From an optimization exercise on the open Yosys and OpenROAD flow, aimed at small area, a short achievable clock period and few clock cycles per item; shortcuts taken in it are not production practice. Where RTL was checked, it was by simulation tests only, not by an equivalence proof against the original. Power is estimated from default activity; no workload was simulated.

Setup of run X:
// shortest_job_first_queue_top
module shortest_job_first_queue_top
(
    input  wire         aclk,
    input  wire         aresetn,
    input  wire         s_tvalid,
    output logic        s_tready,
    input  wire  [15:0] s_tdata,    
    input  wire  [0:0]  s_tuser,    
    output logic        m_tvalid,
    input  wire         m_tready,
    output logic [47:0] m_tdata,    
    output logic [1:0]  m_tuser     
);
    sjfq_pkg::sjfq_cmd_t cmd;
    logic [RES_W-1:0]    res;
    sjfq_ctrl u_ctrl (
        .aclk     (aclk),
        .aresetn  (aresetn),
        .s_tvalid (s_tvalid),
        .s_tready (s_tready),
        .m_tvalid (m_tvalid),
        .m_tready (m_tready),
        .cmd      (cmd)
    );
    sjfq_dp u_dp (
        .aclk     (aclk),
        .aresetn  (aresetn),
        .cmd      (cmd),
        .in_kind  (s_tuser[0]),
        .in_time  (s_tdata[TIME_W-1:0]),
        .res      (res)
    );
    assign m_tdata = {1'b0, res[RES_W-3:0]};
    assign m_tuser = res[RES_W-1:RES_W-2];
endmodule
Size in the first run: about 4300 cells after synthesis, roughly 73 I/O pins.
clock: 4.0 ns
lec_check: 0
abc_area: 1
cap_margin: 20
core_margin: 2
core_utilization: 40
setup_slack_margin: 2.5
slew_margin: 20
run.sh (not shown) runs the stock make flow with config.mk's settings and CLKGATE_MAP_FILE= SYNTH_SCRIPT=/design/flow/synth_recipe.tcl, a recipe that flattens the netlist after the stock synthesis.
Run X ended with every stage complete and zero timing, DRC or antenna violations.
Setup changes, run X to run E
# run X
export LEC_CHECK = 0
export ABC_AREA = 1
export CAP_MARGIN = 20
export CORE_MARGIN = 2
export CORE_UTILIZATION = 40
export SETUP_SLACK_MARGIN = 2.5
export SLEW_MARGIN = 20
create_clock -name core_clock -period 4.0 [get_ports {aclk}]
# run E
export LEC_CHECK = 0
export ABC_AREA = 1
export CAP_MARGIN = 20
export CORE_MARGIN = 2
export CORE_UTILIZATION = 40
export SETUP_SLACK_MARGIN = 2.0
export SLEW_MARGIN = 20
create_clock -name core_clock -period 4.0 [get_ports {aclk}]
### Flow results
Per the comparison of run E with run X, power dissipated in the clock network has decreased, pin slew with the least headroom to its limit has decreased, worst path required time has decreased.
Function was not checked in any run of this note: the RTL went through the layout flow alone.

* * *

shortest_job_first_queue_top, a different RTL version from the one above (not shown whole).
For scale: roughly 4200 cells after synthesis, about 480 flip-flops, ~73 I/O pins.
Settings: LEC_CHECK=0, ABC_AREA=1, CAP_MARGIN=20, CORE_MARGIN=2, CORE_UTILIZATION=55, CTS_BUF_LIST=sky130_fd_sc_hd__clkbuf_4 sky130_fd_sc_hd__clkbuf_8, SETUP_SLACK_MARGIN=1.8, SLEW_MARGIN=20; clock period 4.0 ns.
The baseline finished with timing, DRC and antenna clean.
Testbench counts at the start, summed over its fixed seeds: cycles 12,024, items 12,000.
==> next run, changes <==
- CORE_UTILIZATION: 55 -> 40
- SETUP_SLACK_MARGIN: 1.8 -> 1.7
The changed run finished with timing, DRC and antenna clean.
Routed wire length falls by 4.8%.
First-iteration DRC count falls by 11%.
Count of clock-buffer cells in the layout falls by 7.
Worst setup slack is worse by 0.037 ns.
==> next run, changes <==
- CORE_UTILIZATION: 40 -> 55
Effect:
- cell area fell by 0.80%
- synthesized cell count is unchanged
- power rose by 0.65%
- worst setup slack gains 0.0071 ns
- cell count fell by 5.2%
- die area fell by 27%
- maximum frequency rose by 0.31%
- count of clock-buffer cells in the layout rose by 3
- sequential cell count stays the same
==> next run, changes <==
- CORE_UTILIZATION: 55 -> 65
Fmax falls by 2.6%.
Via count rises by 2.2%.
Clock-buffer cell count came out lower by 7.
Power goes down by 1.9%.
Design area decreases by 1.5%.
Hold slack degrades by 0.014 ns.
==> next run, changes <==
- CORE_UTILIZATION: 65 -> 55
- CTS_BUF_LIST: sky130_fd_sc_hd__clkbuf_4 sky130_fd_sc_hd__clkbuf_8 -> default
Effect: First-iteration DRC count went down by 15%; sequential power barely changes; non-clock buffer count went up by 24; total power went up by 2.2%.

* * *

== v17 ==
The RTL this note starts from:
==> flow/design.v <==
`default_nettype none
package sjfq_pkg;
    localparam int QUEUE_DEPTH = 16;
    localparam int CNT_W       = $clog2(QUEUE_DEPTH + 1);
    localparam int TAG_W       = 5;
    localparam int TIME_W      = 16;
    localparam int SUM_W       = 20;
    localparam int STATUS_W    = 2;
    localparam logic [TAG_W-1:0]    POS_MAX = {TAG_W{1'b1}};
    localparam logic [SUM_W-1:0]    SUM_MAX = {SUM_W{1'b1}};
    localparam logic [STATUS_W-1:0] STATUS_OK    = 2'd0;
    localparam logic [STATUS_W-1:0] STATUS_FULL  = 2'd1;
    localparam logic [STATUS_W-1:0] STATUS_EMPTY = 2'd2;
    localparam logic KIND_ENQ = 1'b0;
    localparam logic KIND_DEQ = 1'b1;
    typedef struct packed {
        logic load1;       
        logic load2;       
        logic exec;        
        logic v2_n;        
        logic out_load;    
    } sjfq_cmd_t;
    localparam int RES_W = STATUS_W + TAG_W + 1 + SUM_W + TIME_W + TAG_W;
endpackage
`default_nettype wire
`default_nettype none
import sjfq_pkg::*;
module sjfq_ctrl
(
    input  wire       aclk,
    input  wire       aresetn,
    input  wire       s_tvalid,
    output logic      s_tready,
    output logic      m_tvalid,
    input  wire       m_tready,
    output sjfq_pkg::sjfq_cmd_t cmd
);
    logic v1, v2, ov, any_free;
    logic v1_n, v2_n;
    logic out_free, exec, load2, adv1, acc;
    assign m_tvalid = ov;
    assign out_free = ~ov | m_tready;
    assign exec     = v2 & out_free;
    assign load2    = ~v2 | out_free;      
    assign adv1     = v1 & load2;
    assign s_tready = any_free | m_tready;   
    assign acc      = s_tvalid & s_tready;
    assign v1_n = acc | (v1 & ~adv1);
    assign v2_n = adv1 | (v2 & ~exec);
    assign cmd.load1    = s_tready;
    assign cmd.load2    = load2;
    assign cmd.exec     = exec;
    assign cmd.v2_n     = v2_n;
    assign cmd.out_load = out_free;
    always_ff @(posedge aclk) begin
        if (!aresetn) begin
            v1       <= 1'b0;
            v2       <= 1'b0;
            ov       <= 1'b0;
            any_free <= 1'b1;
        end else begin
            v1       <= v1_n;
            v2       <= v2_n;
            ov       <= exec | (ov & ~m_tready);
            any_free <= ~v1_n | ~v2_n | ~(exec | (ov & ~m_tready));
        end
    end
endmodule
`default_nettype wire
`default_nettype none
import sjfq_pkg::*;
module sjfq_dp
(
    input  wire                 aclk,
    input  wire                 aresetn,
    input  sjfq_pkg::sjfq_cmd_t cmd,
    input  wire                 in_kind,
    input  wire  [TIME_W-1:0]   in_time,
    output logic [RES_W-1:0]    res
);
    localparam int N      = QUEUE_DEPTH;
    localparam int STAG_W = 4;
    logic              k1;
    logic [TIME_W-1:0] t1;
    logic              k2;
    logic [TIME_W-1:0] t2;
    logic [N-1:0]      kb;
    logic [TIME_W-1:0] st [N];
    logic [STAG_W-1:0] sg [N];
    logic [CNT_W-1:0]  count;
    logic [SUM_W-1:0]  total;     
    logic              tsat;
    logic [TAG_W-1:0]  pos;
    logic [RES_W-1:0]  out_r, res_n;
    logic [N-1:0]      cmp, kb_n;
    logic              cmp_a;
    logic              full, empty, ins, deq;
    function automatic logic le16(input logic [TIME_W-1:0] a, input logic [TIME_W-1:0] b);
        logic [TIME_W-1:0] g, l;
        g = a & ~b;
        l = ~a & b;
        for (int w = 1; w < TIME_W; w = w * 2) begin
            for (int j = 0; j + w < TIME_W; j = j + 2 * w) begin
                g[j] = g[j + w] | (~l[j + w] & g[j]);
                l[j] = l[j + w] | (~g[j + w] & l[j]);
            end
        end
        le16 = ~g[0];
    endfunction
    always_ff @(posedge aclk) begin
        if (cmd.load1) begin
            k1 <= in_kind;
            t1 <= in_time;
        end
    end
    always_comb begin
        for (int i = 0; i < N; i++) begin
            cmp[i] = (CNT_W'(i) < count) && le16(st[i], t1);
        end
    end
    assign cmp_a = le16(t2, t1);
    always_comb begin
        for (int i = 0; i < N; i++) begin
            if (ins_ok) begin
                if (kb[i])
                    kb_n[i] = cmp[i];
                else if (i == 0 || kb[(i == 0) ? 0 : i - 1])
                    kb_n[i] = cmp_a;
                else
                    kb_n[i] = cmp[(i == 0) ? 0 : i - 1];
            end else if (deq_ok) begin
                kb_n[i] = (i == N - 1) ? 1'b0 : cmp[(i == N - 1) ? i : i + 1];
            end else begin
                kb_n[i] = cmp[i];
            end
        end
    end
    assign full  = (count == CNT_W'(N));
    assign empty = (count == '0);
    logic              ins_ok, deq_ok, k2_n;
    logic [CNT_W-1:0]  count_n;
    assign ins  = cmd.exec && ins_ok;
    assign deq  = cmd.exec && deq_ok;
    assign k2_n = cmd.load2 ? k1 : k2;
    always_ff @(posedge aclk) begin
        if (!aresetn) begin
            ins_ok <= 1'b0;
            deq_ok <= 1'b0;
        end else begin
            ins_ok <= cmd.v2_n && (k2_n == KIND_ENQ) && (count_n != CNT_W'(N));
            deq_ok <= cmd.v2_n && (k2_n == KIND_DEQ) && (count_n != '0);
        end
    end
    always_ff @(posedge aclk) begin
        if (cmd.load2) begin
            k2      <= k1;
            t2      <= t1;
            kb      <= kb_n;
        end
    end
    localparam int SLOT_W = STAG_W + TIME_W;
    logic [SLOT_W-1:0] sl [N];
    logic [SLOT_W-1:0] sl_n [N];
    logic [SLOT_W-1:0] sl_new;
    logic [N-1:0]      s_hold, s_prev, s_next, s_new;
    assign sl_new = {count[STAG_W-1:0], t2};
    always_comb begin
        for (int i = 0; i < N; i++) begin
            s_next[i] = deq && (i < N - 1);
            s_new[i]  = ins && !kb[i] && (i == 0 || kb[(i == 0) ? 0 : i - 1]);
            s_prev[i] = ins && (i > 0) && !kb[(i == 0) ? 0 : i - 1];
            s_hold[i] = !s_next[i] && !(ins && !kb[i]);
        end
        for (int i = 0; i < N; i++) begin
            sl_n[i] = ({SLOT_W{s_hold[i]}} & sl[i])
                    | ({SLOT_W{s_new[i]}}  & sl_new)
                    | ({SLOT_W{s_prev[i]}} & sl[(i == 0) ? 0 : i - 1])
                    | ({SLOT_W{s_next[i]}} & sl[(i == N - 1) ? i : i + 1]);
        end
    end
    always_ff @(posedge aclk) begin
        for (int i = 0; i < N; i++) begin
            sl[i] <= sl_n[i];
        end
    end
    always_comb begin
        for (int i = 0; i < N; i++) begin
            st[i] = sl[i][TIME_W-1:0];
            sg[i] = sl[i][SLOT_W-1:TIME_W];
        end
    end
    logic [SUM_W-1:0]  ut;        
    logic              usat;
    logic [SUM_W:0]    u_deq, u_ins;
    logic [SUM_W-1:0]  sum;
    logic              late;
    logic [TAG_W-1:0]  cnt_inc, cnt_dec, head_tag;
    assign u_deq    = {1'b0, ut} + (SUM_W+1)'(st[1]);
    assign u_ins    = {1'b0, total} + (SUM_W+1)'(t2);
    assign sum      = usat ? SUM_MAX : ut;
    assign late     = pos[TAG_W-1] || (sg[0] < pos[STAG_W-1:0]);
    assign cnt_inc  = TAG_W'(count) + TAG_W'(1);
    assign cnt_dec  = TAG_W'(count) - TAG_W'(1);
    assign head_tag = TAG_W'(sg[0]) + TAG_W'(1);
    always_comb begin
        if (k2 == KIND_ENQ) begin
            if (full)
                res_n = {STATUS_FULL, TAG_W'(N), 1'b0, SUM_W'(0), TIME_W'(0), TAG_W'(0)};
            else
                res_n = {STATUS_OK, cnt_inc, 1'b0, SUM_W'(0), TIME_W'(0), cnt_inc};
        end else begin
            if (empty)
                res_n = {STATUS_EMPTY, TAG_W'(0), 1'b0, SUM_W'(0), TIME_W'(0), TAG_W'(0)};
            else
                res_n = {STATUS_OK, cnt_dec, late, sum, st[0], head_tag};
        end
    end
    always_ff @(posedge aclk) begin
        if (cmd.out_load) out_r <= res_n;
    end
    assign res = out_r;
    always_comb begin
        count_n = count;
        if (ins) count_n = count + CNT_W'(1);
        if (deq) count_n = count - CNT_W'(1);
    end
    always_ff @(posedge aclk) begin
        if (!aresetn) begin
            count <= '0;
            total <= '0;
            tsat  <= 1'b0;
            ut    <= '0;
            usat  <= 1'b0;
            pos   <= '0;
        end else begin
            count <= count_n;
            if (deq) begin
                if (count == CNT_W'(1)) begin
                    total <= '0;
                    tsat  <= 1'b0;
                    ut    <= '0;
                    usat  <= 1'b0;
                    pos   <= '0;
                end else begin
                    total <= ut;
                    tsat  <= usat;
                    ut    <= u_deq[SUM_W-1:0];
                    usat  <= usat || u_deq[SUM_W];
                    pos   <= (pos == POS_MAX) ? pos : pos + TAG_W'(1);
                end
            end else if (s_new[0]) begin
                ut   <= u_ins[SUM_W-1:0];
                usat <= tsat || u_ins[SUM_W];
            end
        end
    end
endmodule
`default_nettype wire
`default_nettype none
import sjfq_pkg::*;
module shortest_job_first_queue_top
(
    input  wire         aclk,
    input  wire         aresetn,
    input  wire         s_tvalid,
    output logic        s_tready,
    input  wire  [15:0] s_tdata,    
    input  wire  [0:0]  s_tuser,    
    output logic        m_tvalid,
    input  wire         m_tready,
    output logic [47:0] m_tdata,    
    output logic [1:0]  m_tuser     
);
    sjfq_pkg::sjfq_cmd_t cmd;
    logic [RES_W-1:0]    res;
    sjfq_ctrl u_ctrl (
        .aclk     (aclk),
        .aresetn  (aresetn),
        .s_tvalid (s_tvalid),
        .s_tready (s_tready),
        .m_tvalid (m_tvalid),
        .m_tready (m_tready),
        .cmd      (cmd)
    );
    sjfq_dp u_dp (
        .aclk     (aclk),
        .aresetn  (aresetn),
        .cmd      (cmd),
        .in_kind  (s_tuser[0]),
        .in_time  (s_tdata[TIME_W-1:0]),
        .res      (res)
    );
    assign m_tdata = {1'b0, res[RES_W-3:0]};
    assign m_tuser = res[RES_W-1:RES_W-2];
endmodule
`default_nettype wire
export LEC_CHECK = 0
export ABC_AREA = 1
export CAP_MARGIN = 20
export CORE_MARGIN = 2
export CORE_UTILIZATION = 50
export CTS_BUF_LIST = sky130_fd_sc_hd__clkbuf_4 sky130_fd_sc_hd__clkbuf_8
export SETUP_SLACK_MARGIN = 1.7
export SLEW_MARGIN = 20
create_clock -name core_clock -period 4.0 [get_ports {aclk}]
v17 closes out successfully: all stages finished, all timing, DRC and antenna checks passed.
Testbench counts of v17, summed over its fixed seeds: cycles 12,024, items 12,000.
## Diff of input files: v54 against v17
Settings: a change of SLEW_MARGIN from 20 to 0; a change of CAP_MARGIN from 20 to 0; a change of CORE_UTILIZATION from 50 to 55.
- Max critical path depth across v17 and v54: v54
- Number of clock buffers inserted by TritonCTS came out lower on v54 than on v17.
- Clock buffer instance count of the final layout came out higher on v54 than on v17.
- As far as number of signal-net inverters in the final layout is concerned, v54 and v17 perform about the same.
- Taking v17 as the reference, in v54 area overhead of the layout relative to synthesis went down, wire length went down, first-pass GRT wire length went down.
- Summary of v54 over v17: worst setup slack before clock tree synthesis shows an increase of 89 ps; largest net degree at the start of global routing shows an increase of 33; combinational power fell by about 2%.
- Routability congestion estimate: v54 vs v17 — no meaningful difference
diff inputs: v54 => v31
Settings: removing CTS_BUF_LIST (formerly sky130_fd_sc_hd__clkbuf_4 sky130_fd_sc_hd__clkbuf_8); changing SLEW_MARGIN from 0 to 20; changing CAP_MARGIN from 0 to 20; changing SETUP_SLACK_MARGIN from 1.7 to 1.5; changing CORE_UTILIZATION from 55 to 40.
Results
- [compare] base=v54 new=v31: wire length of the first global-routing pass increased 2300 um; starting density of the core decreased 16 points.
- Critical path depth was higher in v54 than in v31.
- [compare] base=v54 new=v31: sequential cell count of the final layout was more or less identical; relative max-transition margin went down by 11 points.
- Diff v54 -> v31: maximum single-stage delay on the critical path went up, internal reg-to-reg setup slack went down.

## static timing again, ports no longer ideal
The results above use ideal ports. As a check the final layouts listed here were re-extracted and re-timed, cells and wires unchanged.
Step 1 assumes that a clkbuf_16 drives the clock port and a buf_2 every other input.
Step 2 times the ports against the registers' clock, not the clock port: input delays grow and output delays shrink by t, the midpoint of the rising clock arrivals with the driver on.
Slacks: no drivers / after step 1 / after step 2; pairs: no drivers / after step 1.
run | t, ns | setup WS [ns] | clock arrival spread, ns | worst data-port slew with drivers (ns) | pins driven straight from the clock port
run X | 0.719 | 1.752 / 1.752 / 1.752 | 0.035 / 0.036 | 0.06 | 1
run E | 0.705 | 1.794 / 1.794 / 1.407 | 0.041 / 0.041 | 0.06 | 1
the first run of note 2 | 0.745 | 1.782 / 1.723 / 1.274 | 0.043 / 0.042 | 0.06 | 1
the second run of note 2 | 0.740 | 1.744 / 1.729 / 1.132 | 0.017 / 0.017 | 0.12 | 1
the third run of note 2 | 0.723 | 1.751 / 1.718 / 1.310 | 0.033 / 0.034 | 0.09 | 1
the fourth run of note 2 | 0.734 | 1.692 / 1.678 / 1.083 | 0.031 / 0.032 | 0.09 | 1
the fifth run of note 2 | 0.667 | 1.736 / 1.677 / 1.307 | 0.022 / 0.022 | 0.09 | 1
v17 | 0.739 | 1.767 / 1.718 / 1.145 | 0.040 / 0.040 | 0.10 | 1
v54 | 0.723 | 1.751 / 1.718 / 1.310 | 0.033 / 0.034 | 0.09 | 1
v31 | 0.677 | 1.557 / 1.497 / 1.028 | 0.027 / 0.027 | 0.10 | 1
After both steps every run listed still meets setup and hold. The setup slack of v17, which loses most, moves by -0.049 ns with the drivers and by -0.622 ns with both steps.
